What follows belongs to an exercise in optimizing a design on an open flow for small area; a production flow would make more cautious choices.
Where RTL was checked, it was by simulation tests only, not by an equivalence proof against the original.
For runs 3 to 5, only the layout was checked, not whether the RTL still works.
No activity file was given, so power comes from the tool's default toggle rates.

===== flow/run.sh =====
#!/bin/bash
# synth_recipe.tcl (not shown) runs the flow's synth.tcl, then flattens the netlist and writes it again
# the make line also repeats each setting of config.mk as NAME=value (left out here)
make -C /OpenROAD-flow-scripts/flow DESIGN_CONFIG=/design/flow/config.mk WORK_HOME=/design/flow/orfs CLKGATE_MAP_FILE= SYNTH_SCRIPT=/design/flow/synth_recipe.tcl finish

===== flow/design.v =====
package mem_responder_pkg;
  typedef enum logic [1:0] {
    ST_CLEAR = 2'd0,
    ST_LOAD  = 2'd1,
    ST_RUN   = 2'd2
  } state_e;
  localparam logic [7:0] DEF_INIT_VAL = 8'h00;
  localparam logic [7:0] DEF_NOP_VAL  = 8'h00;
endpackage
module mem_bit_next (
  input  logic q,
  input  logic we,
  input  logic we_n,
  input  logic wd,
  output logic d
);
  assign d = ~((q | we) & (wd | we_n));
endmodule
module mem_sel_dec (
  input  logic hi,
  input  logic lo,
  output logic sel_n
);
  assign sel_n = ~(hi & lo);
endmodule
module mem_rd_pair (
  input  logic q0,
  input  logic sel0_n,
  input  logic q1,
  input  logic sel1_n,
  output logic y
);
  assign y = ~((q0 | sel0_n) & (q1 | sel1_n));
endmodule
module mem_inv (
  input  logic a,
  output logic y
);
  assign y = ~a;
endmodule
module mem_nor2 (
  input  logic [1:0] a,
  output logic       y
);
  assign y = ~|a;
endmodule
module mem_nand4 (
  input  logic [3:0] a,
  output logic       y
);
  assign y = ~&a;
endmodule
module mem_predec #(
  parameter int W = 4
) (
  input  logic           en,
  input  logic [W-1:0]   a,
  output logic [2**W-1:0] y
);
  always_comb begin
    for (int i = 0; i < 2**W; i++) begin
      y[i] = en && (a == W'(i));
    end
  end
endmodule
module mem_rd_port #(
  parameter int ADDR_W = 8,
  parameter int DATA_W = 8,
  parameter int DEPTH  = 256
) (
  input  logic                     en_i,
  input  logic [ADDR_W-1:0]        addr_i,
  input  logic [DEPTH*DATA_W-1:0]  q_i,       
  output logic [DATA_W-1:0]        t_o
);
  localparam int LW = ADDR_W / 2;
  localparam int HW = ADDR_W - LW;
  localparam int NP = DEPTH / 2;    
  localparam int N1 = NP / 2;       
  localparam int N2 = N1 / 4;       
  localparam int N3 = N2 / 2;       
  localparam int N4 = N3 / 4;       
  logic [2**HW-1:0] hi;
  logic [2**LW-1:0] lo;
  logic [DEPTH-1:0] sel_n;
  mem_predec #(.W(HW)) u_hi (.en(en_i), .a(addr_i[ADDR_W-1:LW]), .y(hi));
  mem_predec #(.W(LW)) u_lo (.en(1'b1), .a(addr_i[LW-1:0]),      .y(lo));
  for (genvar w = 0; w < DEPTH; w++) begin : g_sel
    mem_sel_dec u_dec (.hi(hi[w >> LW]), .lo(lo[w % (2**LW)]), .sel_n(sel_n[w]));
  end
  for (genvar b = 0; b < DATA_W; b++) begin : g_bit
    logic [NP-1:0] l0;
    logic [N1-1:0] l1;
    logic [N2-1:0] l2;
    logic [N3-1:0] l3;
    logic [N4-1:0] l4;
    for (genvar p = 0; p < NP; p++) begin : g_leaf
      mem_rd_pair u_leaf (
        .q0     (q_i[(2*p)*DATA_W+b]),
        .sel0_n (sel_n[2*p]),
        .q1     (q_i[(2*p+1)*DATA_W+b]),
        .sel1_n (sel_n[2*p+1]),
        .y      (l0[p])
      );
    end
    for (genvar i = 0; i < N1; i++) begin : g_l1
      mem_nor2 u_g (.a(l0[2*i+1:2*i]), .y(l1[i]));
    end
    for (genvar i = 0; i < N2; i++) begin : g_l2
      mem_nand4 u_g (.a(l1[4*i+3:4*i]), .y(l2[i]));
    end
    for (genvar i = 0; i < N3; i++) begin : g_l3
      mem_nor2 u_g (.a(l2[2*i+1:2*i]), .y(l3[i]));
    end
    for (genvar i = 0; i < N4; i++) begin : g_l4
      mem_nand4 u_g (.a(l3[4*i+3:4*i]), .y(l4[i]));
    end
    mem_nor2 u_out (.a(l4), .y(t_o[b]));
  end
endmodule
module mem_array_2r1w #(
  parameter int ADDR_W = 8,
  parameter int DATA_W = 8,
  parameter int DEPTH  = 256
) (
  input  logic              clk,
  input  logic              rst,
  input  logic              we_i,
  input  logic [ADDR_W-1:0] waddr_i,
  input  logic [DATA_W-1:0] wdata_i,
  input  logic              ren_i,
  input  logic [ADDR_W-1:0] raddr_a_i,
  output logic [DATA_W-1:0] rdata_a_o,
  input  logic [ADDR_W-1:0] raddr_b_i,
  output logic [DATA_W-1:0] rdata_b_o
);
  localparam int LW = ADDR_W / 2;
  localparam int HW = ADDR_W - LW;
  logic                    phase_q;
  logic [DEPTH*DATA_W-1:0] mem_q, mem_d;
  logic [2**HW-1:0]        whi;
  logic [2**LW-1:0]        wlo;
  logic [DEPTH-1:0]        we, we_n;
  logic [DATA_W-1:0]       wd;
  logic [DATA_W-1:0]       t_a, t_b;
  logic                    rflip;
  always_ff @(posedge clk) begin
    if (!rst) phase_q <= 1'b0;
    else      phase_q <= ~phase_q;
  end
  assign wd = wdata_i ^ {DATA_W{phase_q}};
  mem_predec #(.W(HW)) u_whi (.en(we_i), .a(waddr_i[ADDR_W-1:LW]), .y(whi));
  mem_predec #(.W(LW)) u_wlo (.en(1'b1), .a(waddr_i[LW-1:0]),      .y(wlo));
  for (genvar w = 0; w < DEPTH; w++) begin : g_word
    mem_sel_dec u_dec (.hi(whi[w >> LW]), .lo(wlo[w % (2**LW)]), .sel_n(we_n[w]));
    mem_inv     u_inv (.a(we_n[w]), .y(we[w]));
    for (genvar b = 0; b < DATA_W; b++) begin : g_bit
      mem_bit_next u_next (
        .q    (mem_q[w*DATA_W+b]),
        .we   (we[w]),
        .we_n (we_n[w]),
        .wd   (wd[b]),
        .d    (mem_d[w*DATA_W+b])
      );
    end
  end
  always_ff @(posedge clk) begin
    mem_q <= mem_d;
  end
  mem_rd_port #(.ADDR_W(ADDR_W), .DATA_W(DATA_W), .DEPTH(DEPTH)) u_rd_a (
    .en_i (ren_i), .addr_i (raddr_a_i), .q_i (mem_q), .t_o (t_a)
  );
  mem_rd_port #(.ADDR_W(ADDR_W), .DATA_W(DATA_W), .DEPTH(DEPTH)) u_rd_b (
    .en_i (ren_i), .addr_i (raddr_b_i), .q_i (mem_q), .t_o (t_b)
  );
  assign rflip     = phase_q | ~ren_i;
  assign rdata_a_o = t_a ^ {DATA_W{rflip}};
  assign rdata_b_o = t_b ^ {DATA_W{rflip}};
endmodule
module mem_responder #(
  parameter int                ADDR_W   = 8,
  parameter int                DATA_W   = 8,
  parameter int                DEPTH    = 256,
  parameter logic [DATA_W-1:0] INIT_VAL = DATA_W'(mem_responder_pkg::DEF_INIT_VAL),
  parameter logic [DATA_W-1:0] NOP_VAL  = DATA_W'(mem_responder_pkg::DEF_NOP_VAL)
) (
  input  logic              clk,
  input  logic              rst,
  input  logic [ADDR_W-1:0] addr_a,
  output logic [DATA_W-1:0] instr_out,
  input  logic [ADDR_W-1:0] addr_b,
  input  logic              we_b,
  input  logic [DATA_W-1:0] write_data_b,
  output logic [DATA_W-1:0] data_out_b,
  input  logic              load_en,
  input  logic              load_valid,
  input  logic [DATA_W-1:0] load_data,
  input  logic              load_last,
  output logic              load_ready,
  output logic              mem_ready,
  output logic [ADDR_W:0]   load_count
);
  localparam logic [ADDR_W-1:0] LAST_ADDR = ADDR_W'(DEPTH - 1);
  mem_responder_pkg::state_e            state_q, state_d;
  logic [ADDR_W-1:0] ptr_q, ptr_d;
  logic              full_q, full_d;
  logic              wr_en;
  logic [ADDR_W-1:0] wr_addr;
  logic [DATA_W-1:0] wr_data;
  logic [DATA_W-1:0] rd_a, rd_b;
  always_comb begin
    state_d = state_q;
    ptr_d   = ptr_q;
    full_d  = full_q;
    wr_en   = 1'b0;
    wr_addr = ptr_q;
    wr_data = INIT_VAL;
    case (state_q)
      mem_responder_pkg::ST_CLEAR: begin
        wr_en = 1'b1;
        ptr_d = ptr_q + 1'b1;
        if (ptr_q == LAST_ADDR) begin
          state_d = load_en ? mem_responder_pkg::ST_LOAD : mem_responder_pkg::ST_RUN;
        end
      end
      mem_responder_pkg::ST_LOAD: begin
        if (load_valid) begin
          wr_en   = 1'b1;
          wr_data = load_data;
          ptr_d   = ptr_q + 1'b1;
          if (ptr_q == LAST_ADDR) begin
            full_d = 1'b1;
          end
          if (load_last || ptr_q == LAST_ADDR) begin
            state_d = mem_responder_pkg::ST_RUN;
          end
        end
      end
      mem_responder_pkg::ST_RUN: begin
        wr_en   = we_b;
        wr_addr = addr_b;
        wr_data = write_data_b;
      end
      default: begin
        state_d = mem_responder_pkg::ST_CLEAR;
        ptr_d   = '0;
      end
    endcase
  end
  always_ff @(posedge clk) begin
    if (!rst) begin
      state_q <= mem_responder_pkg::ST_CLEAR;
      ptr_q   <= '0;
      full_q  <= 1'b0;
    end else begin
      state_q <= state_d;
      ptr_q   <= ptr_d;
      full_q  <= full_d;
    end
  end
  assign mem_ready  = (state_q == mem_responder_pkg::ST_RUN);
  assign load_ready = (state_q == mem_responder_pkg::ST_LOAD);
  assign load_count = {full_q, (state_q == mem_responder_pkg::ST_CLEAR) ? {ADDR_W{1'b0}} : ptr_q};
  mem_array_2r1w #(
    .ADDR_W (ADDR_W),
    .DATA_W (DATA_W),
    .DEPTH  (DEPTH)
  ) u_mem (
    .clk       (clk),
    .rst       (rst),
    .we_i      (wr_en),
    .waddr_i   (wr_addr),
    .wdata_i   (wr_data),
    .ren_i     (mem_ready),
    .raddr_a_i (addr_a),
    .rdata_a_o (rd_a),
    .raddr_b_i (addr_b),
    .rdata_b_o (rd_b)
  );
  assign instr_out  = rd_a | (mem_ready ? {DATA_W{1'b0}} : NOP_VAL);
  assign data_out_b = rd_b;
endmodule

===== flow/config.mk =====
export PLATFORM = sky130hd
export DESIGN_NAME = mem_responder
export DESIGN_NICKNAME = mem_responder
export VERILOG_FILES = /design/flow/design.v
export SDC_FILE = /design/flow/constraint.sdc
export NUM_CORES = 4
export LEC_CHECK = 0
export CAP_MARGIN = 20
export CORE_MARGIN = 2
export CORE_UTILIZATION = 45
export CTS_BUF_LIST = sky130_fd_sc_hd__clkbuf_4
export SLEW_MARGIN = 20
export SYNTH_HIERARCHICAL = 1
export SYNTH_MINIMUM_KEEP_SIZE = 0

===== flow/constraint.sdc =====
create_clock -name core_clock -period 11.0 [get_ports {clk}]
set_input_delay 2.2000 -clock core_clock [delete_from_list [all_inputs] [get_ports {clk}]]
set_output_delay 2.2000 -clock core_clock [all_outputs]
set_load 0.01 [all_outputs]

==> impl.org, run 1 <==
** Clock tree
- Clock tree synthesis inserted a total of 554 buffers.
- In this run the clock root is driven by a sky130_fd_sc_hd__clkbuf_4.
- Maximum root-to-sink buffer count :: 4
- CTS clk-pin slew, worst paths :: 0.06 ns
- For the worst-skew pair, the clock arrives at the later sink with an insertion delay of 1.46 ns.
- After clock tree synthesis, the repair step resized 0 gates.
- The clock net in this run drives a total of 2060 sinks.
- Count of H-tree levels built during CTS :: 6
- The number of setup buffers added after CTS is 0.
- TritonCTS built the clock tree.
- CTS Hold Buffers Added :: 0

** Yosys
- Mean Syn Cell Area :: 8.82 µm²
- Yosys printed 9 warnings.
- The mapped netlist covers 78600 µm².
- Post-synth EDFFs :: 0
- Most used flip-flop cell after synthesis :: sky130_fd_sc_hd__dfxtp_1
- Number of cells produced by synthesis :: 8907
- Most area-hungry cell type in the Yosys netlist :: sky130_fd_sc_hd__dfxtp_1
- Fraction of registers with async set or reset after synthesis :: 0%
- In the post-synthesis netlist, the biggest area contributors are sky130_fd_sc_hd__dfxtp_1, sky130_fd_sc_hd__o22ai_1, sky130_fd_sc_hd__nor2_1.
- Most frequent cell after synthesis :: sky130_fd_sc_hd__o22ai_1
- Number of distinct library cells after synthesis :: 39
- In this run, synthesis produced a sequential element count of 2060.
- The share of synthesized area in the top cell type comes to 52.5%.
- After synthesis, the most frequently instantiated cells are sky130_fd_sc_hd__o22ai_1, sky130_fd_sc_hd__dfxtp_1, sky130_fd_sc_hd__nor2_1, sky130_fd_sc_hd__nand2_1, sky130_fd_sc_hd__nand4_1.
- Summing the sequential cell areas from Yosys gives 52.5% of the chip area.

** Die
- The die is 422 µm tall.
- From left edge to right edge, the die measures 422 µm.
- The initialized floorplan defines 153 standard-cell rows.
- I/O pins :: 65
- For this configuration, the core starts out at a cell density of 45.3%.
- After floorplanning, the core was sized to cover 174000 µm².
- Die area :: 178000 µm²

** STA
- Setup slack on the critical path of the routed design comes to 1.25 ns.
- Unrepaired setup endpoints after global routing :: false
- The max-slew violation count came to 0.
- Hold_ws :: 0.465 ns
- Number of hold-slack violations in the final timing report :: 0
- The routed design could run at a clock period as short as 9.75 ns.
- For this run, the top clock speed supported by timing is 103 MHz.
- Fin Clk Skew :: 0.0654 ns
- Final number of setup-violating endpoints :: 0
- Least-Margin Pin Slew :: 1.28 ns
- Measured against its own limit, the worst slew margin works out to 14.4%.
- Of the available clock period, the critical path in the final layout requires 88.6%.

** Final layout
- Fill cell total of the finished layout :: 16800
- Register area :: 41200 µm²
- The net count of the finished layout is 9706.
- Area growth, synth to finish :: 15.2%
- Layout cells sized above 1 :: 10.5%
- Non-filler instance count after layout :: 12400
- Area of the multi-input gates :: 36900 µm²

** Global route
- GRT Overall Usage :: 42.8%
- Number of global-route vias before repair :: 80900
- Global-route wire length before repair :: 561 mm
- Entering global routing, the biggest net connects 129 pins.
- The number of antenna violations at the first check in global routing is 26.
- Remaining global-route overflow :: 0

** Route
- DRT iter0 DRCs :: 12400
- Dividing the detail-routed wire length by the instance count gives 32.4 µm.
- Number of remaining DRC errors :: 0
- Vias :: 88100
- After detailed routing, the wire length on met1 is 156 mm.
- DR WL met3 :: 43.9 mm
- The highest layer touched by signal routing is met5.
- After detailed routing, the met2 layer carries 169 mm of wire.
- The count of nets left with antenna violations once routing finished came out at 0.
- In the routed layout, each cell is associated on average with a via count of 7.12.
- Routed Wire Length :: 401 mm
- The first detailed-routing pass ran for 10 iterations.

** Critical path
- Launching element type of the critical path :: input port
- STA puts the critical path data arrival time at 7.55 ns.
- STA classifies the critical path endpoint as a primary output.
- Of all nets on the critical path, the largest fanout is 11.
- The setup path with the least slack is of type in -> out.
- Data required time of the worst path :: 8.80 ns

** Placed design
- Final Wtd Congestion :: 1.08
- Once detailed placement completed, the half-perimeter wirelength came to 267 mm.
- The number of placed instances, taps included, is 11400.
- Setup WS pre-CTS :: 1.45 ns
- Input and output buffers added on the ports amount to 64.

** Power and ir drop
- Dividing total power by cell area gives a power density of 163 nW/µm².
- Worst-case vdd ir drop :: 0.112 mV
- Summed over all cells, the static leakage comes to 37.2 nW.

** Outcome
- Outcome :: complete, no violations

** Flow run
- Count of max-cap constraint violations :: 0

** Worst hold path
- The worst hold path belongs to the class reg -> reg.
-- final timing paths --
| kind | cells past startpoint | end | slack (ns) | startpoint |
|---|---|---|---|---|
| max | 13 | data_out_b[2] | 1.25 | addr_b[0] |
| min | 1 | full_q | 0.46 | full_q |
| max reg2reg | 9 | u_mem.mem_q[750] | 6.26 | state_q[1] |
| min reg2reg | 1 | full_q | 0.46 | full_q |
-- Yosys stat by module (local to each module, per instance), a selection --
module	copies in the design	flip-flops and latches
mem_bit_next	2048	0
mem_inv	256	0
mem_nand4	288	0
mem_nor2	1168	0
mem_rd_pair	2048	0
mem_responder	1	11
mem_sel_dec	768	0
-- report_power, final --
| group | total (mW) | internal (mW) | switching [mW] |
|---|---|---|---|
| clock network | 6.62 | 3.38 | 3.23 |
| registers | 7.63 | 7.55 | 0.0808 |
| logic | 0.523 | 0.132 | 0.391 |
-- cell type report --
| cell class | instances | area share [%] |
|---|---|---|
| Tap cell | 2325 | 3.21 |
| Clock inverter | 129 | 0.780 |
| Multi-Input combinational cell | 6586 | 40.8 |
| Inverter | 260 | 1.08 |
| Clock buffer | 772 | 6.40 |
| Sequential cell | 2060 | 45.6 |
| Antenna cell | 43 | 0.119 |
| Timing Repair Buffer | 201 | 2.08 |
-- worst max-delay path, cell delays in order --
cell                              delay [ns]
sky130_fd_sc_hd__clkdlybuf4s50_1        0.74
sky130_fd_sc_hd__nand2_1                0.35
sky130_fd_sc_hd__nor2_4                 1.03
sky130_fd_sc_hd__buf_4                  0.47
sky130_fd_sc_hd__nand2_1                0.27
sky130_fd_sc_hd__o22ai_1                0.22
sky130_fd_sc_hd__nor2_1                 0.10
sky130_fd_sc_hd__nand4_1                0.24
sky130_fd_sc_hd__nor2_1                 0.26
sky130_fd_sc_hd__nand4_1                0.18
sky130_fd_sc_hd__nor2_1                 0.06
sky130_fd_sc_hd__xnor2_1                0.70
sky130_fd_sc_hd__clkdlybuf4s50_1        0.68
-- state kept, by name (all words and copies together) (netlist names) --
name,flops
full_q,1
ptr_q,8
state_q,2
u_mem.mem_q,2048
u_mem.phase_q,1
-- logic make-up (layout without fill, tap and decap cells) --
family / count (synthesis) / count (layout) / synth area share, %
multiplexers: 8 / 8 / 0.115
flip-flops: 2060 / 2060 / 52.5
other: 3 / 55 / 0.0143
XOR/XNOR: 30 / 30 / 0.334
adder cells (fa/ha/maj): 5 / 5 / 0.0796
AND/OR/NAND/NOR: 2416 / 2416 / 12.9
AO/OA/AOI/OAI: 4115 / 4115 / 32.8
buffers and inverters: 270 / 1362 / 1.35
-- per-layer routing --
metal / up-vias / GRT usage [%]
met5: - / 0
met4: 16 / 32.0
met3: 1452 / 11.7
met2: 6377 / 62.2
met1: 42200 / 54.0
li1: 38000 / -
-- stage by stage --
stage | power [mW] | utilization (%) | instance area, µm² | TNS, ns
final | 14.8 | 52.1 | 90500 | 0
after global routing | 15.2 | 52.1 | 90400 | 0
after CTS | 14.8 | 52.0 | 90400 | 0
after detailed placement | 8.30 | 48.3 | 83900 | 0
after global placement | 8.28 | 48.3 | 83800 | 0
after floorplan | 8.02 | - | 78700 | -458.45
-- placed cells by master (no fill, tap or decap), drive strengths merged, types with 2 or more instances in the layout --
master	n
nand2b	12
buf	137
nor3b	2
nand3	10
diode	43
mux2	8
clkdlybuf4s50	64
clkinv	106
nand3b	12
conb	12
nor4b	2
bufinv	7
nor3	26
ha	5
a21oi	4
nand2	780
a22oi	9
dfxtp	2060
nand4	289
inv	272
nor2	1249
or3	3
nor4	3
or3b	6
clkbuf	772
clkinvlp	4
o22ai	4096
xor2	8
xnor2	22
nor2b	18
a31oi	2
==> inputs of run 2 (changes only) <==
--- a/flow/config.mk
+++ b/flow/config.mk
@@ -7,7 +7,6 @@
 export LEC_CHECK = 0
-export CAP_MARGIN = 20
+export CAP_MARGIN = 40
 export CORE_MARGIN = 2
 export CORE_UTILIZATION = 45
-export CTS_BUF_LIST = sky130_fd_sc_hd__clkbuf_4
-export SLEW_MARGIN = 20
+export SLEW_MARGIN = 40
 export SYNTH_HIERARCHICAL = 1
==> impl.org, run 2 <==
** Final layout
- Fill cell total of the finished layout :: 16300 (was 16800)
- Registers with the highest flip-flop counts :: u_mem.mem_q (2048), ptr_q (8), state_q (2) (unchanged)
- Area of the multi-input gates :: 36900 µm² (about the same)
- Final Cell Area :: 91800 µm² (was 90500 µm²)
- Most flop-heavy register :: u_mem.mem_q (unchanged)
- The flip-flop count of the largest register, all copies and words added is 2048 (unchanged).
- The leading cell type in the layout, fill and taps excluded was sky130_fd_sc_hd__o22ai_1 (unchanged).
- Leading cell types in the layout, fill and taps excluded :: sky130_fd_sc_hd__o22ai_1, sky130_fd_sc_hd__dfxtp_1, sky130_fd_sc_hd__nor2_1, sky130_fd_sc_hd__nand2_1, sky130_fd_sc_hd__nand4_1 (was sky130_fd_sc_hd__o22ai_1, sky130_fd_sc_hd__dfxtp_1, sky130_fd_sc_hd__nor2_1, sky130_fd_sc_hd__nand2_1, sky130_fd_sc_hd__clkbuf_4)
- The share of the core filled with cells was 52.9% (was 52.1%).
- The storage element area is 41200 µm² (unchanged).
- The proportion of layout cells with a drive suffix above 1 is 6.33% (was 10.5%).
- Area growth, synth to finish :: 16.8% (was 15.2%)
- The total number of nets in the final design was 9379 (was 9706).

** Route
- The number of routed nets with antenna violations is 0 (unchanged).
- The post-route met1 wirelength was 156 mm (about the same).
- The wire length on met3 came to 43.2 mm (was 43.9 mm).
- DRT iter0 DRCs :: 12400 (about the same)
- Vias per Instance :: 7.24 (was 7.12)
- Vias :: 85900 (was 88100)
- The uppermost layer routed is met5 (unchanged).
- First-pass iteration count of the detailed router :: 7 (was 10)
- Number of remaining DRC errors :: 0 (unchanged)
- The overall routed net length is 397 mm (was 401 mm).
- Met2 Routed Length :: 168 mm (was 169 mm)
- The average routed wire per standard cell was 33.5 µm (was 32.4 µm).

** Yosys
- Most area-hungry cell type in the Yosys netlist :: sky130_fd_sc_hd__dfxtp_1 (unchanged)
- Synthesized area :: 78600 µm² (unchanged)
- Post-synth top cells :: sky130_fd_sc_hd__o22ai_1, sky130_fd_sc_hd__dfxtp_1, sky130_fd_sc_hd__nor2_1, sky130_fd_sc_hd__nand2_1, sky130_fd_sc_hd__nand4_1 (unchanged)
- The flop and latch count out of synthesis came to 2060 (unchanged).
- The number of warnings printed during yosys synthesis came to 9 (unchanged).
- XOR/XNOR share of the synthesized area :: 0.334% (unchanged)
- Mean Syn Cell Area :: 8.82 µm² (unchanged)
- Post-synthesis share of cell area spent on and, or, nand and nor gates :: 12.9% (unchanged)
- Most used flip-flop cell after synthesis :: sky130_fd_sc_hd__dfxtp_1 (unchanged)
- The cell with the most instances after synthesis was sky130_fd_sc_hd__o22ai_1 (unchanged).
- The sequential area share after synthesis is 52.5% (unchanged).
- Portion of netlist area occupied by mux cells :: 0.115% (unchanged)
- The cell count after synthesis was 8907 (unchanged).
- The share of the synthesized area in the top cell type is 52.5% (unchanged).
- Compound-gate portion of the synthesized area :: 32.8% (unchanged)
- The number of distinct library cells after synthesis came to 39 (unchanged).
- Fraction of registers with async set or reset after synthesis :: 0% (unchanged)
- The number of synthesized flops with an enable pin is 0 (unchanged).
- Area share of fa/ha/maj cells after synthesis :: 0.0796% (unchanged)
- The largest family of logic cells by synthesized area is compound AO/OA/AOI/OAI gates (unchanged).
- Cell types with the largest area share after synthesis :: sky130_fd_sc_hd__dfxtp_1, sky130_fd_sc_hd__o22ai_1, sky130_fd_sc_hd__nor2_1 (unchanged)

** STA
- The ratio of final minimum period to clock period came to 88.6% (about the same).
- The relative slew slack is 32.3% (was 14.4%).
- The slew of the pin with the lowest slew margin came to 1.01 ns (was 1.28 ns).
- Fin Clk Skew :: 0.0305 ns (was 0.0654 ns)
- Number of hold-slack violations in the final timing report :: 0 (unchanged)
- The final critical-path required period came to 9.74 ns (was 9.75 ns).
- Final number of setup-violating endpoints :: 0 (unchanged)
- Unrepaired setup endpoints after global routing: false (unchanged).
- The max-slew violation count is 0 (unchanged).
- Worst setup margin :: 1.26 ns (was 1.25 ns)
- Fmax :: 103 MHz (about the same)

** Clock tree
- Maximum root-to-sink buffer count :: 3 (was 4)
- The number of H-tree levels was 4 (was 6).
- The number of post-CTS setup repair buffers is 0 (unchanged).
- Clock buffer count from CTS :: 207 (was 554)
- Clock sinks :: 2060 (unchanged)
- The clock slew seen by the registers of the worst setup and hold paths is 0.06 ns (about the same).
- Latest clock arrival within the worst-skew pair :: 0.89 ns (was 1.46 ns)
- The master cell of the clock root buffer was sky130_fd_sc_hd__clkbuf_16 (was sky130_fd_sc_hd__clkbuf_4).
- The post-cts repair resize count came to 0 (unchanged).
- The hold-fix buffer count after cts was 0 (unchanged).
- The CTS tree is yes (unchanged).

** Critical path
- Cell depth of the worst flop-to-flop path :: 9 (unchanged)
- Cell type with the highest occurrence count on the critical path :: sky130_fd_sc_hd__nor2_1 (unchanged)
- The flop-to-flop setup slack came to 6.32 ns (was 6.26 ns).
- The category of the most critical setup path was in -> out (unchanged).
- Sequence of cells on the critical path: clkdlybuf4s50_1 > nand2b_1 > nor2_4 > buf_4 > nand2_1 > o22ai_1 > nor2_1 > nand4_1 > nor2_1 > nand4_1 > nor2_1 > xnor2_1 > clkdlybuf4s50_1 (was clkdlybuf4s50_1 > nand2_1 > nor2_4 > buf_4 > nand2_1 > o22ai_1 > nor2_1 > nand4_1 > nor2_1 > nand4_1 > nor2_1 > xnor2_1 > clkdlybuf4s50_1).
- Cell with the largest stage delay on the worst path :: sky130_fd_sc_hd__nor2_4 (unchanged)
- The number of stages on the worst setup path is 13 (unchanged).
- The count of buffer and inverter cells on the critical path is 3 (unchanged).
- Critical Path Sink Type :: primary output (unchanged)
- Data arrival time of the critical path :: 7.54 ns (was 7.55 ns)
- Maximum net fanout on the critical path :: 10 (was 11)
- The kind of cell with the highest combined delay on the critical path is simple AND/OR/NAND/NOR gates (unchanged).
- Data required time of the worst path :: 8.80 ns (about the same)
- Stage delay of the slowest cell on the critical path :: 0.88 ns (was 1.03 ns)
- The type of origin of the critical path is an input port (unchanged).

** Placed design
- Setup WS pre-CTS :: 1.58 ns (was 1.45 ns)
- Number of buffers inserted by port buffering :: 64 (unchanged)
- Placed cell areas :: 84300 µm² (was 83900 µm²)
- The estimated wirelength of the detail-placed design was 270 mm (was 267 mm).
- The routability-driven placement congestion ratio came to 1.08 (unchanged).

** Flow run
- The total of max-cap violations was 0 (unchanged).

** Die
- Effective utilization at floorplan :: 45.3% (unchanged)
- The overall die height was 422 µm (unchanged).
- Number of core rows :: 153 (unchanged)
- The core footprint is 174000 µm² (unchanged).
- I/O pins :: 65 (unchanged)
- Horizontal extent of the die :: 422 µm (unchanged)
- The overall die area was 178000 µm² (unchanged).

** Worst hold path
- Cell depth of the worst min-delay path :: 1 (unchanged)
- The worst min-delay path class is reg -> reg (unchanged).

** Global route
- GRT Overall Usage :: 42.3% (was 42.8%)
- The pin count of the biggest net entering global routing came to 124 (was 129).
- The number of global-route vias before repair was 78200 (was 80900).
- The wire length of the first global-routing pass came to 555 mm (was 561 mm).
- Remaining global-route overflow :: 0 (unchanged)
- The number of antenna violations at the first check in global routing is 35 (was 26).

** Power and ir drop
- Power per cell area :: 172 nW/µm² (was 163 nW/µm²)
- The proportion of power drawn by combinational gates came to 3.4% (was 3.5%).
- The internal power came to 12.2 mW (was 11.1 mW).
- Total net switching power :: 3.64 mW (was 3.71 mW)
- The share of total power in the clock network was 48.4% (was 44.8%).
- The leakage dissipation is 37.1 nW (was 37.2 nW).
- The portion of total power attributed to sequential cells is 48.2% (was 51.7%).
- The maximum ir drop on the vdd rail came to 0.159 mV (was 0.112 mV).
- The switching part of the total is 23.0% (was 25.1%).

** Outcome
- Outcome: complete, no violations (unchanged).
-- run 2: changes by cell type in the layout (fill, tap and decap cells not counted), moves of 15 or more --
cell | previous run | this run
sky130_fd_sc_hd__diode_2 | 43 | 24
sky130_fd_sc_hd__clkbuf_4 | 772 | 0
sky130_fd_sc_hd__bufinv_16 | 7 | 29
sky130_fd_sc_hd__clkbuf_8 | 0 | 42
sky130_fd_sc_hd__clkbuf_16 | 0 | 211
sky130_fd_sc_hd__clkinv_1 | 88 | 0
sky130_fd_sc_hd__clkinv_2 | 18 | 33
sky130_fd_sc_hd__clkbuf_1 | 0 | 40
-- run 2: per-layer routing --
layer | vias to the layer above | track usage (%)
li1 | 37000 | -
met1 | 41500 | 54.5
met2 | 5982 | 62.2
met3 | 1363 | 10.9
met4 | 26 | 28.9
met5 | - | 0
-- run 2: final timing paths --
check                                          to       start
worst min register to register             full_q      full_q
worst min-delay path                       full_q      full_q
worst max register to register  u_mem.mem_q[1907]  state_q[1]
worst max-delay path                data_out_b[0]   addr_b[0]
-- run 2: kinds of logic after synthesis --
family | after synthesis
AOI/OAI and AO/OA | 4115
xor gates and xnor gates | 30
adders and majority gates | 5
buffers and inverters | 270
DFF | 2060
muxes | 8
other | 3
and+or+nand+nor | 2416
-- run 2: layout make-up --
cell class | instances | area share [%]
flip-flops and latches | 2060 | 44.9
multi-input cells | 6586 | 40.2
clock buffers | 293 | 6.55
well taps | 2325 | 3.17
repair buffers | 221 | 2.51
clock inverters | 96 | 1.49
inverters | 260 | 1.06
diodes | 24 | 0.0654
-- run 2: per-module statistics from Yosys, one instance, submodules excluded, a selection --
module | flops+latches | cell area [µm²] | cells inside | copies in the design
mem_rd_pair | 0 | 6.26 | 1 | 2048
mem_inv | 0 | 3.75 | 1 | 256
mem_responder | 11 | 907 | 112 | 1
mem_nand4 | 0 | 6.26 | 1 | 288
mem_sel_dec | 0 | 3.75 | 1 | 768
mem_bit_next | 0 | 6.26 | 1 | 2048
mem_nor2 | 0 | 3.75 | 1 | 1168
-- run 2: stage by stage --
stage	TNS, ns	total power, mW	hold WS [ns]	cells
5_1_grt	0	16.2	0.481	11800
4_1_cts	0	15.8	0.470	11800
6_report	0	15.8	0.467	11900
3_5_place_dp	0	8.30	0.455	11400
2_1_floorplan	-458.45	8.02	0.442	8916
3_3_place_gp	0	8.28	0.451	11400
-- run 2: power by group through the flow --
stage,registers (mW),logic [mW],clock network [mW]
3_5_place_dp,7.79,0.511,0
4_1_cts,7.63,0.511,7.67
2_1_floorplan,7.77,0.250,0
3_3_place_gp,7.79,0.494,0
6_report,7.63,0.534,7.66
5_1_grt,7.64,0.536,7.99
==> inputs of run 3 (changes only) <==
--- a/flow/design.v
+++ b/flow/design.v
@@ -40,13 +40,13 @@
 endmodule
-module mem_nor2 (
-  input  logic [1:0] a,
+module mem_or16 (
+  input  logic [15:0] a,
+  output logic        y
+);
+  assign y = |a;
+endmodule
+module mem_or8 (
+  input  logic [7:0] a,
   output logic       y
 );
-  assign y = ~|a;
-endmodule
-module mem_nand4 (
-  input  logic [3:0] a,
-  output logic       y
-);
-  assign y = ~&a;
+  assign y = |a;
 endmodule
@@ -73,3 +73,3 @@
   input  logic [DEPTH*DATA_W-1:0]  q_i,       
-  output logic [DATA_W-1:0]        t_o
+  output logic [DATA_W-1:0]        hit_o
 );
@@ -78,6 +78,3 @@
   localparam int NP = DEPTH / 2;    
-  localparam int N1 = NP / 2;       
-  localparam int N2 = N1 / 4;       
-  localparam int N3 = N2 / 2;       
-  localparam int N4 = N3 / 4;       
+  localparam int N1 = NP / 16;      
   logic [2**HW-1:0] hi;
@@ -93,5 +90,2 @@
     logic [N1-1:0] l1;
-    logic [N2-1:0] l2;
-    logic [N3-1:0] l3;
-    logic [N4-1:0] l4;
     for (genvar p = 0; p < NP; p++) begin : g_leaf
@@ -106,14 +100,5 @@
     for (genvar i = 0; i < N1; i++) begin : g_l1
-      mem_nor2 u_g (.a(l0[2*i+1:2*i]), .y(l1[i]));
-    end
-    for (genvar i = 0; i < N2; i++) begin : g_l2
-      mem_nand4 u_g (.a(l1[4*i+3:4*i]), .y(l2[i]));
-    end
-    for (genvar i = 0; i < N3; i++) begin : g_l3
-      mem_nor2 u_g (.a(l2[2*i+1:2*i]), .y(l3[i]));
-    end
-    for (genvar i = 0; i < N4; i++) begin : g_l4
-      mem_nand4 u_g (.a(l3[4*i+3:4*i]), .y(l4[i]));
-    end
-    mem_nor2 u_out (.a(l4), .y(t_o[b]));
+      mem_or16 u_g (.a(l0[16*i+15:16*i]), .y(l1[i]));
+    end
+    mem_or8 u_out (.a(l1), .y(hit_o[b]));
   end
@@ -144,3 +129,3 @@
   logic [DATA_W-1:0]       wd;
-  logic [DATA_W-1:0]       t_a, t_b;
+  logic [DATA_W-1:0]       hit_a, hit_b;
   logic                    rflip;
@@ -170,10 +155,10 @@
   mem_rd_port #(.ADDR_W(ADDR_W), .DATA_W(DATA_W), .DEPTH(DEPTH)) u_rd_a (
-    .en_i (ren_i), .addr_i (raddr_a_i), .q_i (mem_q), .t_o (t_a)
+    .en_i (ren_i), .addr_i (raddr_a_i), .q_i (mem_q), .hit_o (hit_a)
   );
   mem_rd_port #(.ADDR_W(ADDR_W), .DATA_W(DATA_W), .DEPTH(DEPTH)) u_rd_b (
-    .en_i (ren_i), .addr_i (raddr_b_i), .q_i (mem_q), .t_o (t_b)
+    .en_i (ren_i), .addr_i (raddr_b_i), .q_i (mem_q), .hit_o (hit_b)
   );
   assign rflip     = phase_q | ~ren_i;
-  assign rdata_a_o = t_a ^ {DATA_W{rflip}};
-  assign rdata_b_o = t_b ^ {DATA_W{rflip}};
+  assign rdata_a_o = ~(hit_a ^ {DATA_W{rflip}});
+  assign rdata_b_o = ~(hit_b ^ {DATA_W{rflip}});
 endmodule
--- a/flow/config.mk
+++ b/flow/config.mk
@@ -7,6 +7,9 @@
 export LEC_CHECK = 0
-export CAP_MARGIN = 40
+export CAP_MARGIN = 20
 export CORE_MARGIN = 2
 export CORE_UTILIZATION = 45
-export SLEW_MARGIN = 40
+export CTS_BUF_LIST = sky130_fd_sc_hd__clkbuf_8
+export CTS_CLUSTER_DIAMETER = 50
+export CTS_CLUSTER_SIZE = 20
+export SLEW_MARGIN = 20
 export SYNTH_HIERARCHICAL = 1
==> impl.org, run 3 <==
** Placed design
- Final Wtd Congestion :: 1.06 (was 1.08)
- The standard cell area after detailed placement came to 82000 µm² (was 84300 µm²).
- Cell total after placement :: 10600 (was 11400)
- The placement-stage worst setup slack came to 0.922 ns (was 1.58 ns).
- Number of buffers inserted by port buffering :: 64 (unchanged)
- HPWL after detailed placement :: 269 mm (was 270 mm)

** STA
- The slew of the pin with the lowest slew margin was 1.33 ns (was 1.01 ns).
- Unrepaired setup endpoints after global routing :: false (unchanged)
- The ratio of final minimum period to clock period came to 94.0% (was 88.6%).
- The worst path setup slack after routing is 0.660 ns (was 1.26 ns).
- The final critical-path required period was 10.34 ns (was 9.74 ns).
- The relative slew slack was 10.4% (was 32.3%).
- Fin Clk Skew :: 0.0390 ns (was 0.0305 ns)
- The achievable frequency came to 96.7 MHz (was 103 MHz).
- Final number of setup-violating endpoints :: 0 (unchanged)
- Number of hold-slack violations in the final timing report :: 0 (unchanged)
- Pins over their slew limit :: 0 (unchanged)

** Critical path
- The beginning of the critical path is addr_b[0] (unchanged).
- The capturing element of the worst setup path is data_out_b[5] (was data_out_b[0]).
- The kind of cell with the highest combined delay on the critical path is simple AND/OR/NAND/NOR gates (unchanged).
- The depth of the worst register-to-register path is 9 (unchanged).
- The category of the most critical setup path is in -> out (unchanged).
- The arrival time at the worst endpoint was 8.14 ns (was 7.54 ns).
- The critical register-to-register path endpoint was u_mem.mem_q[360] (was u_mem.mem_q[1907]).
- The stage delay of the slowest cell on the critical path is 0.93 ns (was 0.88 ns).
- Sequence of cells on the critical path :: clkdlybuf4s50_1 > nand2b_1 > nor2_4 > buf_4 > nand2_1 > o22ai_1 > nor4_1 > nand4_1 > nor4_1 > buf_4 > nand2_1 > xnor2_1 > clkdlybuf4s50_1 (was clkdlybuf4s50_1 > nand2b_1 > nor2_4 > buf_4 > nand2_1 > o22ai_1 > nor2_1 > nand4_1 > nor2_1 > nand4_1 > nor2_1 > xnor2_1 > clkdlybuf4s50_1)
- Cell with the largest stage delay on the worst path :: sky130_fd_sc_hd__nor4_1 (was sky130_fd_sc_hd__nor2_4)
- Launching element type of the critical path :: input port (unchanged)
- The biggest fanout along the worst timing path was 9 (was 10).
- The endpoint class of the critical path is a primary output (unchanged).
- The count of buffer and inverter cells on the critical path is 4 (was 3).
- Crit path depth :: 13 (unchanged)
- Launch instance of the worst register-to-register path :: state_q[1] (unchanged)
- R2R setup slack :: 6.46 ns (was 6.32 ns)
- The required arrival time at the worst endpoint came to 8.80 ns (about the same).

** Route
- The number of DRC violations after detailed routing is 0 (unchanged).
- The number of detailed-route iterations in the first pass came to 10 (was 7).
- The overall routed net length is 391 mm (was 397 mm).
- DRT iter0 DRCs :: 12700 (was 12400)
- Vias :: 83000 (was 85900)
- Vias per Instance :: 7.59 (was 7.24)
- The number of routed nets with antenna violations was 0 (unchanged).
- Detailed-route wire length per cell :: 35.7 µm (was 33.5 µm)

** Yosys
- Synthesized area :: 76700 µm² (was 78600 µm²)
- Cell types with the largest area share after synthesis: sky130_fd_sc_hd__dfxtp_1, sky130_fd_sc_hd__o22ai_1, sky130_fd_sc_hd__nor4_1 (was sky130_fd_sc_hd__dfxtp_1, sky130_fd_sc_hd__o22ai_1, sky130_fd_sc_hd__nor2_1).
- Total of warnings raised by yosys :: 9 (unchanged)
- Flop and latch count out of synthesis :: 2060 (unchanged)
- Mean Syn Cell Area :: 9.42 µm² (was 8.82 µm²)
- The number of synthesized flops with an enable pin was 0 (unchanged).
- The cell count after synthesis came to 8139 (was 8907).
- Sequential-to-total area share from yosys stat :: 53.8% (was 52.5%)
- The cell type with the highest aggregate area in the netlist is sky130_fd_sc_hd__dfxtp_1 (unchanged).
- Number of distinct library cells after synthesis :: 40 (was 39)
- Post-synth top cells :: sky130_fd_sc_hd__o22ai_1, sky130_fd_sc_hd__dfxtp_1, sky130_fd_sc_hd__nand2_1, sky130_fd_sc_hd__nor4_1, sky130_fd_sc_hd__inv_1 (was sky130_fd_sc_hd__o22ai_1, sky130_fd_sc_hd__dfxtp_1, sky130_fd_sc_hd__nor2_1, sky130_fd_sc_hd__nand2_1, sky130_fd_sc_hd__nand4_1)
- Share of the synthesized area in the top cell type :: 53.8% (was 52.5%)
- The proportion of register bits with asynchronous set or reset after synthesis is 0% (unchanged).
- Most used flip-flop cell after synthesis :: sky130_fd_sc_hd__dfxtp_1 (unchanged)
- The cell with the most instances after synthesis was sky130_fd_sc_hd__o22ai_1 (unchanged).

** Global route
- Maximum number of pins on one net before global-route repair :: 139 (was 124)
- The all-layer global routing usage came to 42.7% (was 42.3%).
- The wire length of the first global-routing pass is 543 mm (was 555 mm).
- Remaining global-route overflow :: 0 (unchanged)
- The number of antenna violations at the first check in global routing was 22 (was 35).
- Number of global-route vias before repair :: 74600 (was 78200)

** Die
- I/O pins :: 65 (unchanged)
- The overall die height is 417 µm (was 422 µm).
- Horizontal extent of the die :: 417 µm (was 422 µm)
- Die area :: 174000 µm² (was 178000 µm²)
- The floorplan row count was 151 (was 153).
- The core footprint was 169000 µm² (was 174000 µm²).
- Effective utilization at floorplan :: 45.3% (about the same)

** Power and ir drop
- Worst-case vdd ir drop :: 0.161 mV (was 0.159 mV)
- The switching power total was 3.59 mW (was 3.64 mW).
- Internal portion of total power :: 9.87 mW (was 12.2 mW)
- Leakage power of the design :: 34.9 nW (was 37.1 nW)
- Combinational cell fraction of total power :: 3.8% (was 3.4%)
- The power per cell area is 155 nW/µm² (was 172 nW/µm²).
- The share of total power in the clock network came to 39.5% (was 48.4%).
- Register share of total power :: 56.7% (was 48.2%)
- Switching power share of the total :: 26.6% (was 23.0%)

** Clock tree
- Buffer count from post-CTS setup fixing :: 0 (unchanged)
- Post-CTS resize count :: 0 (unchanged)
- The CTS tree was yes (unchanged).
- The number of CTS-inserted buffers is 178 (was 207).
- The hold-fix buffer count after cts was 0 (unchanged).
- Count of H-tree levels built during CTS :: 4 (unchanged)
- Maximum root-to-sink buffer count :: 3 (unchanged)
- The clock network latency to the later pin of the worst-skew pair came to 1.02 ns (was 0.89 ns).
- The number of sinks on the clock net is 2060 (unchanged).
- Clock root buffer :: sky130_fd_sc_hd__clkbuf_8 (was sky130_fd_sc_hd__clkbuf_16)
- The clock slew seen by the registers of the worst setup and hold paths was 0.09 ns (was 0.06 ns).

** Final layout
- The share of the core filled with cells was 51.1% (was 52.9%).
- The total number of nets in the final design came to 8586 (was 9379).
- Layout cells sized above 1 :: 6.76% (was 6.33%)
- Final Cell Area :: 86500 µm² (was 91800 µm²)
- Most flop-heavy register :: u_mem.mem_q (unchanged)
- Leading cell types in the layout, fill and taps excluded: sky130_fd_sc_hd__o22ai_1, sky130_fd_sc_hd__dfxtp_1, sky130_fd_sc_hd__nand2_1, sky130_fd_sc_hd__nor4_1, sky130_fd_sc_hd__inv_1 (was sky130_fd_sc_hd__o22ai_1, sky130_fd_sc_hd__dfxtp_1, sky130_fd_sc_hd__nor2_1, sky130_fd_sc_hd__nand2_1, sky130_fd_sc_hd__nand4_1).
- Area growth, synth to finish :: 12.9% (was 16.8%)
- Largest register FFs :: 2048 (unchanged)
- Registers with the highest flip-flop counts: u_mem.mem_q (2048), ptr_q (8), state_q (2) (unchanged).
- The final non-filler cell total was 10900 (was 11900).
- Most common cell after layout, fill and taps aside :: sky130_fd_sc_hd__o22ai_1 (unchanged)

** Outcome
- Outcome :: complete, no violations (unchanged)

** Worst hold path
- The worst min-delay path class is reg -> reg (unchanged).
- Startpoint of the lowest-slack hold path :: u_mem.mem_q[399] (was full_q)

** Flow run
- The total of max-cap violations was 0 (unchanged).
-- run 3: cell count changes in the layout (fill, tap and decap cells not counted), sizes merged, moves of 6 or more --
| cell | previous run | this run |
|---|---|---|
| bufinv | 29 | 16 |
| nor4 | 3 | 547 |
| clkbuf | 293 | 190 |
| nor2 | 1249 | 81 |
| clkinvlp | 17 | 23 |
| inv | 270 | 324 |
| nand2 | 780 | 796 |
| nand4 | 289 | 129 |
-- run 3: kinds of logic after synthesis --
logic type | count (synthesis) | share of synthesized area, %
buffers and inverters | 270 | 1.38
adder cells (fa/ha/maj) | 5 | 0.0816
XOR/XNOR | 30 | 0.343
AO/OA/AOI/OAI | 4115 | 33.6
flip-flops | 2060 | 53.8
AND/OR/NAND/NOR | 1648 | 10.7
multiplexers | 8 | 0.118
other | 3 | 0.0147
-- run 3: how the worst min path moves through the flow --
stage | end | slack, ns | cells past startpoint
3_3_place_gp | u_mem.mem_q[917] | 0.45 | 1
5_1_grt | u_mem.mem_q[1120] | 0.49 | 1
4_1_cts | u_mem.mem_q[399] | 0.47 | 1
6_report | u_mem.mem_q[399] | 0.48 | 1
3_5_place_dp | u_mem.mem_q[399] | 0.46 | 1
2_1_floorplan | full_q | 0.44 | 1
-- run 3: metal layers --
metal	GRT usage, %	wire (µm)	vias up
met3	11.5	44400	1426
met4	29.0	31800	28
li1	-	-	35300
met1	54.8	151000	40000
met2	62.4	163000	6210
met5	0	218	-
-- run 3: per-module statistics from Yosys (local to each module, per instance), excerpt --
module	cell area, µm²	times used	flip-flops and latches
mem_rd_pair	6.26	2048	0
mem_responder	907	1	11
mem_inv	3.75	256	0
mem_or16	31.3	128	0
mem_or8	16.3	16	0
mem_bit_next	6.26	2048	0
mem_sel_dec	3.75	768	0
-- run 3: area by class of cell --
type,count,area [µm²]
Fill cell,15900,82700
Sequential cell,2060,41200
Multi-Input combinational cell,5818,35000
Tap cell,2218,2780
Clock buffer,189,2600
Timing Repair Buffer,225,2030
Clock inverter,144,1850
Inverter,260,976
Antenna cell,25,62.6
-- run 3: power by group through the flow --
| stage | Combinational [mW] | Clock (mW) | Sequential (mW) |
|---|---|---|---|
| 2_1_floorplan | 0.250 | 0 | 7.77 |
| 3_3_place_gp | 0.486 | 0 | 7.79 |
| 3_5_place_dp | 0.494 | 0 | 7.80 |
| 4_1_cts | 0.494 | 5.35 | 7.63 |
| 5_1_grt | 0.512 | 5.65 | 7.64 |
| 6_report | 0.508 | 5.32 | 7.63 |
-- run 3: per-stage QoR --
step	total power, mW	TNS [ns]	hold WS, ns
global placement	8.28	0	0.453
finish	13.5	0	0.477
global route	13.8	0	0.485
floorplan	8.02	-458.45	0.442
CTS	13.5	0	0.474
detailed placement	8.29	0	0.462
==> inputs of run 4 (changes only) <==
==> flow/flow/run.sh (new file) <==
#!/bin/bash
# Own layout flow: the standard flow (standard.sh: the standard synthesis,
# floorplan, placement, CTS, routing) with two knobs changed:
#  - clock tree synthesis without dummy load cells, with small clock buffers
#    and larger sink clusters;
#  - the port buffers use the smallest buffer cell.
# Each tool's full output stays in orfs/logs; make's own output goes to
# standard.log in this folder.
set -euo pipefail
export CTS_ARGS="-sink_clustering_enable -repair_clock_nets -dont_use_dummy_load -buf_list sky130_fd_sc_hd__clkbuf_8 -sink_clustering_size 20 -sink_clustering_max_diameter 50"
export BUFFER_PORTS_ARGS="-buffer_cell sky130_fd_sc_hd__buf_1"
bash standard.sh > standard.log 2>&1
==> flow/standard.sh (new file) <==
#!/bin/bash
# synth_recipe.tcl (not shown) runs the flow's synth.tcl, then flattens the netlist and writes it again
# the make line also repeats each setting of config.mk as NAME=value (left out here)
make -C /OpenROAD-flow-scripts/flow DESIGN_CONFIG=/design/flow/config.mk WORK_HOME=/design/flow/orfs CLKGATE_MAP_FILE= SYNTH_SCRIPT=/design/flow/synth_recipe.tcl "${@:-finish}"
--- a/flow/config.mk
+++ b/flow/config.mk
@@ -10,5 +10,2 @@
 export CORE_UTILIZATION = 45
-export CTS_BUF_LIST = sky130_fd_sc_hd__clkbuf_8
-export CTS_CLUSTER_DIAMETER = 50
-export CTS_CLUSTER_SIZE = 20
 export SLEW_MARGIN = 20
removed: flow/run.sh
==> impl.org, run 4 <==
** Final layout
- Most common cell after layout, fill and taps aside :: sky130_fd_sc_hd__o22ai_1 (unchanged)
- The layout overhead on the synthesized area is 9.51% (was 12.9%).
- The register containing the most flip-flops in the final layout was u_mem.mem_q (unchanged).
- Leading cell types in the layout, fill and taps excluded: sky130_fd_sc_hd__o22ai_1, sky130_fd_sc_hd__dfxtp_1, sky130_fd_sc_hd__nand2_1, sky130_fd_sc_hd__nor4_1, sky130_fd_sc_hd__inv_1 (unchanged).
- The proportion of layout cells with a drive suffix above 1 is 4.92% (was 6.76%).
- Largest register FFs :: 2048 (unchanged)
- Non-filler instance count after layout :: 10800 (was 10900)
- Final #Nets :: 8567 (was 8586)
- Registers with the highest flip-flop counts: u_mem.mem_q (2048), ptr_q (8), state_q (2) (unchanged).

** Clock tree
- Count of H-tree levels built during CTS :: 4 (unchanged)
- The number of CTS-inserted buffers is 176 (was 178).
- CTS Hold Buffers Added :: 0 (unchanged)
- The clock network latency to the later pin of the worst-skew pair came to 1.05 ns (was 1.02 ns).
- Maximum root-to-sink buffer count :: 3 (unchanged)
- CTS clk-pin slew, worst paths :: 0.04 ns (was 0.09 ns)
- The master cell of the clock root buffer is sky130_fd_sc_hd__clkbuf_8 (unchanged).
- CTS tree :: yes (unchanged)
- Buffer count from post-CTS setup fixing :: 0 (unchanged)
- Post-CTS resize count :: 0 (unchanged)
- The number of sinks on the clock net is 2060 (unchanged).

** Placed design
- The routability-driven placement congestion ratio is 1.08 (was 1.06).
- The number of input and output port buffers inserted is 64 (unchanged).
- The cell total after placement came to 10600 (about the same).
- HPWL after detailed placement :: 261 mm (was 269 mm)
- The placement-stage worst setup slack was 1.51 ns (was 0.922 ns).

** STA
- Pins over their slew limit :: 0 (unchanged)
- The relative slew slack is 10.3% (was 10.4%).
- Unrepaired setup endpoints after global routing: false (unchanged).
- The slew of the pin with the lowest slew margin was 1.33 ns (about the same).
- The final critical-path required period was 10.27 ns (was 10.34 ns).
- The ratio of final minimum period to clock period was 93.4% (was 94.0%).
- The worst path setup slack after routing came to 0.730 ns (was 0.660 ns).
- The clock tree skew after final layout came to 0.0845 ns (was 0.0390 ns).
- Number of hold-slack violations in the final timing report :: 0 (unchanged)
- The achievable frequency came to 97.4 MHz (was 96.7 MHz).
- Final number of setup-violating endpoints :: 0 (unchanged)

** Global route
- The number of global-route vias before repair was 74300 (was 74600).
- The all-layer global routing usage is 42.0% (was 42.7%).
- Antenna violations before repair :: 24 (was 22)
- Remaining global-route overflow :: 0 (unchanged)
- The wire length of the first global-routing pass came to 536 mm (was 543 mm).
- The pin count of the biggest net entering global routing was 131 (was 139).

** Yosys
- Number of distinct library cells after synthesis :: 40 (unchanged)
- Synthesized area :: 76700 µm² (unchanged)
- The sequential area share after synthesis was 53.8% (unchanged).
- The proportion of register bits with asynchronous set or reset after synthesis is 0% (unchanged).
- Post-synth top cells :: sky130_fd_sc_hd__o22ai_1, sky130_fd_sc_hd__dfxtp_1, sky130_fd_sc_hd__nand2_1, sky130_fd_sc_hd__nor4_1, sky130_fd_sc_hd__inv_1 (unchanged)
- The mean instance size in the synthesized netlist came to 9.42 µm² (unchanged).
- Flop and latch count out of synthesis :: 2060 (unchanged)
- Post-synth EDFFs :: 0 (unchanged)
- Most frequent cell after synthesis :: sky130_fd_sc_hd__o22ai_1 (unchanged)
- Cell types with the largest area share after synthesis: sky130_fd_sc_hd__dfxtp_1, sky130_fd_sc_hd__o22ai_1, sky130_fd_sc_hd__nor4_1 (unchanged).
- Most used flip-flop cell after synthesis :: sky130_fd_sc_hd__dfxtp_1 (unchanged)
- The cell count after synthesis was 8139 (unchanged).
- Share of the synthesized area in the top cell type :: 53.8% (unchanged)
- The cell type with the highest aggregate area in the netlist was sky130_fd_sc_hd__dfxtp_1 (unchanged).
- Total of warnings raised by yosys :: 9 (unchanged)

** Route
- Vias :: 82700 (was 83000)
- The average via count per standard cell is 7.68 (was 7.59).
- The number of routed nets with antenna violations is 0 (unchanged).
- DRT iter0 DRCs :: 13400 (was 12700)
- The overall routed net length is 383 mm (was 391 mm).
- Detailed-route wire length per cell :: 35.6 µm (was 35.7 µm)
- The number of detailed-route iterations in the first pass came to 7 (was 10).
- Number of remaining DRC errors :: 0 (unchanged)

** Critical path
- Sequence of cells on the critical path: buf_1 > nand2b_1 > nor2_4 > buf_4 > buf_4 > nand2_1 > o22ai_1 > nor4_1 > nand4_1 > nor4_1 > nand2_1 > xnor2_1 > buf_1 (was clkdlybuf4s50_1 > nand2b_1 > nor2_4 > buf_4 > nand2_1 > o22ai_1 > nor4_1 > nand4_1 > nor4_1 > buf_4 > nand2_1 > xnor2_1 > clkdlybuf4s50_1).
- The type of origin of the critical path was an input port (unchanged).
- The critical-path cell with the highest stage delay is sky130_fd_sc_hd__nor4_1 (unchanged).
- The stage delay of the slowest cell on the critical path was 1.16 ns (was 0.93 ns).
- The category of the most critical setup path was in -> out (unchanged).
- Data arrival time of the critical path :: 8.07 ns (was 8.14 ns)
- Critical Path Sink Type :: primary output (unchanged)
- Maximum net fanout on the critical path :: 10 (was 9)
- Data required time of the worst path :: 8.80 ns (about the same)

** Flow run
- The total of max-cap violations came to 0 (unchanged).

** Die
- The initial core utilization came to 45.3% (unchanged).
- Die extent in y :: 417 µm (unchanged)
- The overall die area was 174000 µm² (unchanged).
- Placeable core area :: 169000 µm² (unchanged)
- The floorplan row count was 151 (unchanged).
- I/O pins :: 65 (unchanged)
- The floorplan die width came to 417 µm (unchanged).

** Power and ir drop
- The switching power total came to 2.92 mW (was 3.59 mW).
- The switching part of the total was 24.3% (was 26.6%).
- Combinational cell fraction of total power :: 4.2% (was 3.8%)
- Power per cell area :: 143 nW/µm² (was 155 nW/µm²)
- Worst-case vdd ir drop :: 0.130 mV (was 0.161 mV)
- The share of total power in the clock network came to 32.3% (was 39.5%).
- The leakage dissipation was 33.7 nW (was 34.9 nW).
- Internal portion of total power :: 9.09 mW (was 9.87 mW)
- The portion of total power attributed to sequential cells is 63.5% (was 56.7%).
- The total power consumption of the routed design came to 12.0 mW (was 13.5 mW).

** Outcome
- Outcome :: complete, no violations (unchanged)

** Worst hold path
- Worst hold path class :: reg -> reg (unchanged)
==> run 4: cell families (layout without fill, tap and decap cells) <==
kind of cell	after synthesis	in the layout	synth area share, %
AO/OA/AOI/OAI	4115	4115	33.6
XOR/XNOR	30	30	0.343
adder cells (fa/ha/maj)	5	5	0.0816
buffers and inverters	270	644	1.38
flip-flops	2060	2060	53.8
multiplexers	8	8	0.118
other	3	37	0.0147
AND/OR/NAND/NOR	1648	1648	10.7
==> run 4: per-layer routing <==
layer  share of wire, %  global-route usage [%]
met1                 39                    55.2
met2                 41                    59.1
met3                 12                    11.8
met4                8.2                    29.5
met5              0.063                  0.0834
==> run 4: final cells by class <==
type	count	area, µm²
repair buffers	208	1460
well taps	2218	2780
fillers	16100	85300
multi-input cells	5818	35000
diodes	25	62.6
flip-flops and latches	2060	41200
clock buffers	176	2420
inverters	260	976
==> run 4: worst max-delay path: cells and delay by family <==
family	cells	cell delay (ns)
xor gates and xnor gates	1	0.29
buffers and inverters	4	1.08
AOI/OAI and AO/OA	1	0.19
and+or+nand+nor	7	4.27
==> run 4: per-module statistics from Yosys, one instance, submodules excluded, a selection <==
module,flops+latches,cells inside
mem_or16,0,5
mem_or8,0,3
mem_inv,0,1
mem_bit_next,0,1
mem_responder,11,112
mem_sel_dec,0,1
mem_rd_pair,0,1
==> run 4: power by group through the flow <==
stage	logic (mW)	clock network [mW]	registers [mW]
2_1_floorplan	0.250	0	7.77
3_5_place_dp	0.484	0	7.80
4_1_cts	0.484	3.90	7.62
3_3_place_gp	0.476	0	7.79
5_1_grt	0.506	4.17	7.64
6_report	0.501	3.88	7.63
==> run 4: path summary, 6_finish.rpt <==
path,start,end,slack [ns],cells after the start
hold reg to reg,u_mem.mem_q[1872],u_mem.mem_q[1872],0.47,1
setup reg to reg,state_q[1],u_mem.mem_q[808],6.52,9
hold / removal,u_mem.mem_q[1872],u_mem.mem_q[1872],0.47,1
setup / recovery,addr_b[0],data_out_b[5],0.73,13
==> run 4: stage by stage <==
step / TNS (ns) / cell area, µm² / hold slack [ns] / util [%]
after floorplan: -458.45 / 76700 / 0.442 / -
after global placement: 0 / 81300 / 0.450 / 48.0
after detailed placement: 0 / 81400 / 0.458 / 48.1
after CTS: 0 / 83800 / 0.471 / 49.5
after global routing: 0 / 83900 / 0.481 / 49.6
final: 0 / 83900 / 0.471 / 49.6
==> inputs of run 5 (changes only) <==
--- a/flow/flow/run.sh
+++ b/flow/flow/run.sh
@@ -9,3 +9,3 @@
 set -euo pipefail
-export CTS_ARGS="-sink_clustering_enable -repair_clock_nets -dont_use_dummy_load -buf_list sky130_fd_sc_hd__clkbuf_8 -sink_clustering_size 20 -sink_clustering_max_diameter 50"
+export CTS_ARGS="-sink_clustering_enable -repair_clock_nets -dont_use_dummy_load -buf_list sky130_fd_sc_hd__clkbuf_16 -root_buf sky130_fd_sc_hd__clkbuf_16 -sink_clustering_buffer sky130_fd_sc_hd__clkbuf_8 -sink_clustering_size 20 -sink_clustering_max_diameter 50"
 export BUFFER_PORTS_ARGS="-buffer_cell sky130_fd_sc_hd__buf_1"
--- a/flow/config.mk
+++ b/flow/config.mk
@@ -7,6 +7,6 @@
 export LEC_CHECK = 0
-export CAP_MARGIN = 20
+export CAP_MARGIN = 10
 export CORE_MARGIN = 2
-export CORE_UTILIZATION = 45
-export SLEW_MARGIN = 20
+export CORE_UTILIZATION = 50
+export SLEW_MARGIN = 10
 export SYNTH_HIERARCHICAL = 1
==> impl.org, run 5 <==
** Outcome
- Outcome: complete, no violations (unchanged).

** Final layout
- Register area :: 41200 µm² (about the same)
- Layout cells sized above 1 :: 4.77% (was 4.92%)
- Leading cell types in the layout, fill and taps excluded: sky130_fd_sc_hd__o22ai_1, sky130_fd_sc_hd__dfxtp_1, sky130_fd_sc_hd__nand2_1, sky130_fd_sc_hd__nor4_1, sky130_fd_sc_hd__inv_1 (unchanged).
- The layout overhead on the synthesized area was 9.31% (was 9.51%).
- The number of filler cells placed in the layout is 13800 (was 16100).
- The leading cell type in the layout, fill and taps excluded is sky130_fd_sc_hd__o22ai_1 (unchanged).
- Final Cell Area :: 83800 µm² (was 83900 µm²)
- The register containing the most flip-flops in the final layout is u_mem.mem_q (unchanged).
- Post-Route Utilization :: 55.1% (was 49.6%)
- Final #Nets :: 8557 (was 8567)
- Largest register FFs :: 2048 (unchanged)

** Critical path
- The kind of cell with the highest combined delay on the critical path is simple AND/OR/NAND/NOR gates (unchanged).
- R2R setup slack :: 6.11 ns (was 6.52 ns)
- Sequence of cells on the critical path: buf_1 > nand2b_1 > nor2_4 > buf_4 > nand2_1 > o22ai_1 > nor4_1 > nand4_1 > nor4_2 > nand2_1 > xnor2_1 > buf_1 (was buf_1 > nand2b_1 > nor2_4 > buf_4 > buf_4 > nand2_1 > o22ai_1 > nor4_1 > nand4_1 > nor4_1 > nand2_1 > xnor2_1 > buf_1).
- The start of the worst register-to-register path is state_q[1] (unchanged).
- The category of the most critical setup path is in -> out (unchanged).
- Data required time of the worst path :: 8.80 ns (about the same)
- The biggest fanout along the worst timing path is 16 (was 10).
- RR Endpoint :: u_mem.mem_q[751] (was u_mem.mem_q[808])
- Cell with the largest stage delay on the worst path :: sky130_fd_sc_hd__nor4_2 (was sky130_fd_sc_hd__nor4_1)

** Power and ir drop
- Power per cell area :: 145 nW/µm² (was 143 nW/µm²)
- Worst-case vdd ir drop :: 0.177 mV (was 0.130 mV)

** Route
- The total vias in the final route is 83800 (was 82700).
- Vias per Instance :: 7.94 (was 7.68)
- The number of detailed-route iterations in the first pass came to 10 (was 7).
- The number of DRC violations after detailed routing was 0 (unchanged).
- DRT iter0 DRCs :: 13500 (was 13400)
- The overall routed net length is 379 mm (was 383 mm).

** Global route
- The number of antenna violations at the first check in global routing was 26 (was 24).
- Number of global-route vias before repair :: 74800 (was 74300)
- The pin count of the biggest net entering global routing is 142 (was 131).
- The all-layer global routing usage came to 45.8% (was 42.0%).

** STA
- The final critical-path required period was 9.61 ns (was 10.27 ns).
- Fmax :: 104 MHz (was 97.4 MHz)
- Final number of setup-violating endpoints :: 0 (unchanged)
- Worst setup margin :: 1.39 ns (was 0.730 ns)
- The number of hold violations in the final report is 0 (unchanged).
- The slew of the pin with the lowest slew margin was 1.28 ns (was 1.33 ns).
- Final period util :: 87.4% (was 93.4%)

** Die
- The core footprint was 152000 µm² (was 169000 µm²).
- The floorplan die width is 396 µm (was 417 µm).
- The overall die height came to 396 µm (was 417 µm).
- I/O pins :: 65 (unchanged)
- Number of core rows :: 143 (was 151)
- Effective utilization at floorplan :: 50.4% (was 45.3%)

** Worst hold path
- The endpoint of the worst hold path is full_q (was u_mem.mem_q[1872]).
- Worst hold path class :: reg -> reg (unchanged)
- Cell depth of the worst min-delay path :: 1 (unchanged)

** Clock tree
- Buffer count from post-CTS setup fixing :: 0 (unchanged)
- The clock slew seen by the registers of the worst setup and hold paths was 0.08 ns (was 0.04 ns).
- Clock sinks :: 2060 (unchanged)
- Count of H-tree levels built during CTS :: 4 (unchanged)

** Yosys
- Fraction of registers with async set or reset after synthesis :: 0% (unchanged)
- Number of cells produced by synthesis :: 8139 (unchanged)
- Total of warnings raised by yosys :: 9 (unchanged)
- Flop and latch count out of synthesis :: 2060 (unchanged)
- Portion of netlist area occupied by mux cells :: 0.118% (unchanged)
- The number of distinct library cells after synthesis is 40 (unchanged).
- Most area-hungry cell type in the Yosys netlist :: sky130_fd_sc_hd__dfxtp_1 (unchanged)
- The parity-gate share of the synthesized area counting xor and xnor cells is 0.343% (unchanged).
- Cell types with the largest area share after synthesis :: sky130_fd_sc_hd__dfxtp_1, sky130_fd_sc_hd__o22ai_1, sky130_fd_sc_hd__nor4_1 (unchanged)
- Synthesized area :: 76700 µm² (unchanged)
- Post-synth top cells: sky130_fd_sc_hd__o22ai_1, sky130_fd_sc_hd__dfxtp_1, sky130_fd_sc_hd__nand2_1, sky130_fd_sc_hd__nor4_1, sky130_fd_sc_hd__inv_1 (unchanged).
- The largest family of logic cells by synthesized area is compound AO/OA/AOI/OAI gates (unchanged).
- Compound-gate portion of the synthesized area :: 33.6% (unchanged)
- Most frequent cell after synthesis :: sky130_fd_sc_hd__o22ai_1 (unchanged)
- Most used flip-flop cell after synthesis :: sky130_fd_sc_hd__dfxtp_1 (unchanged)
- Post-synthesis share of cell area spent on and, or, nand and nor gates :: 10.7% (unchanged)

** Placed design
- Setup WS pre-CTS :: 1.95 ns (was 1.51 ns)
- Number of buffers inserted by port buffering :: 64 (unchanged)
-- run 5: cell counts after synthesis --
Identical to the previous run, type by type.
-- run 5: cell families after synthesis --
kind of cell | after synthesis
compound gates | 4115
flops | 2060
simple gates | 1648
buf+inv | 270
xor+xnor | 30
mux | 8
fa+ha+maj | 5
other cells | 3
-- run 5: per-module statistics from Yosys (local to each module, per instance), excerpt --
module | copies in the design | cells | flops+latches
mem_or16 | 128 | 5 | 0
mem_inv | 256 | 1 | 0
mem_responder | 1 | 112 | 11
mem_or8 | 16 | 3 | 0
mem_rd_pair | 2048 | 1 | 0
mem_sel_dec | 768 | 1 | 0
mem_bit_next | 2048 | 1 | 0
-- run 5: worst max path at each step --
| stage | startpoint | end | slack, ns | depth (start not counted) |
|---|---|---|---|---|
| floorplan | load_valid | u_mem.mem_q[1004] | -0.90 | 6 |
| global placement | addr_a[0] | instr_out[0] | 1.87 | 12 |
| detailed placement | addr_b[0] | data_out_b[6] | 1.95 | 13 |
| CTS | addr_b[0] | data_out_b[6] | 1.92 | 13 |
| global route | addr_b[1] | data_out_b[5] | 1.52 | 12 |
| finish | addr_b[0] | data_out_b[5] | 1.39 | 12 |
-- run 5: area by class of cell --
cell class                 instances  share of cell area, %
antenna                           21                 0.0627
timing repair buffer             200                   1.68
tap                             2030                   3.03
clock buffer                     174                   3.09
multi-input combinational       5818                   41.8
sequential                      2060                   49.2
inverter                         260                   1.16
-- run 5: stage by stage --
step                instances  setup TNS, ns  hold WS [ns]  power (mW)
floorplan                8148        -458.45         0.442        8.02
global placement        10400              0         0.447        8.25
detailed placement      10400              0         0.457        8.26
CTS                     10500              0         0.467        12.1
global route            10500              0         0.483        12.4
finish                  10600              0         0.471        12.1
-- run 5: per-layer routing --
layer	GRT usage, %	vias up	share of wire [%]
met3	14.5	1630	14
met1	59.7	40300	38
li1	-	35100	-
met2	64.7	6817	40
met5	0	-	0.036
met4	30.8	20	8.2
-- run 5: worst reg2reg max path: stages (launching register included) --
cell and delay (ns):
sky130_fd_sc_hd__dfxtp_1 0.37, sky130_fd_sc_hd__inv_1 0.10, sky130_fd_sc_hd__ha_1 0.32, sky130_fd_sc_hd__and2_1 0.71
sky130_fd_sc_hd__a22oi_1 0.25, sky130_fd_sc_hd__nor2b_1 0.34, sky130_fd_sc_hd__xor2_4 0.79, sky130_fd_sc_hd__buf_4 0.86
sky130_fd_sc_hd__buf_4 0.77, sky130_fd_sc_hd__o22ai_1 0.21
-- run 5: power breakdown --
part           leakage (nW)  switching [mW]  internal (mW)
combinational          13.5           0.369          0.119
sequential             18.9          0.0860           7.54
clock                  1.34            2.45           1.56

what the ideal ports hide:
No port has a modelled driver above. Below, the same layouts with a new extraction and two added sets of constraints. Step 1 (the two cells are an assumption about what drives the block):
set clk [get_ports {clk}]
set_driving_cell -lib_cell sky130_fd_sc_hd__clkbuf_16 $clk
set_driving_cell -lib_cell sky130_fd_sc_hd__buf_2 [delete_from_list [all_inputs] $clk]
Step 2 also shifts input and output timing later by t, the mid clock arrival at the registers, as if the neighbouring blocks saw the same clock. a / b / c = ideal / step 1 / step 2; a / b = the first two.
run | t, ns | setup WS [ns] | hold slack, ns | slew at the worst register clock pin (ns) | worst data-port slew with drivers (ns)
run 1 | 1.512 | 1.250 / 1.225 / 1.225 | 0.465 / 0.465 / 0.465 | 0.08 / 0.08 | 0.13
run 2 | 0.974 | 1.257 / 1.233 / 1.233 | 0.467 / 0.467 / 0.467 | 0.07 / 0.07 | 0.14
run 3 | 1.090 | 0.660 / 0.613 / 0.613 | 0.477 / 0.477 / 0.477 | 0.12 / 0.12 | 0.11
run 4 | 1.075 | 0.730 / 0.683 / 0.683 | 0.471 / 0.471 / 0.471 | 0.12 / 0.12 | 0.15
run 5 | 0.861 | 1.387 / 1.363 / 1.363 | 0.471 / 0.471 / 0.471 | 0.12 / 0.12 | 0.20
After both steps every run listed still meets setup and hold.
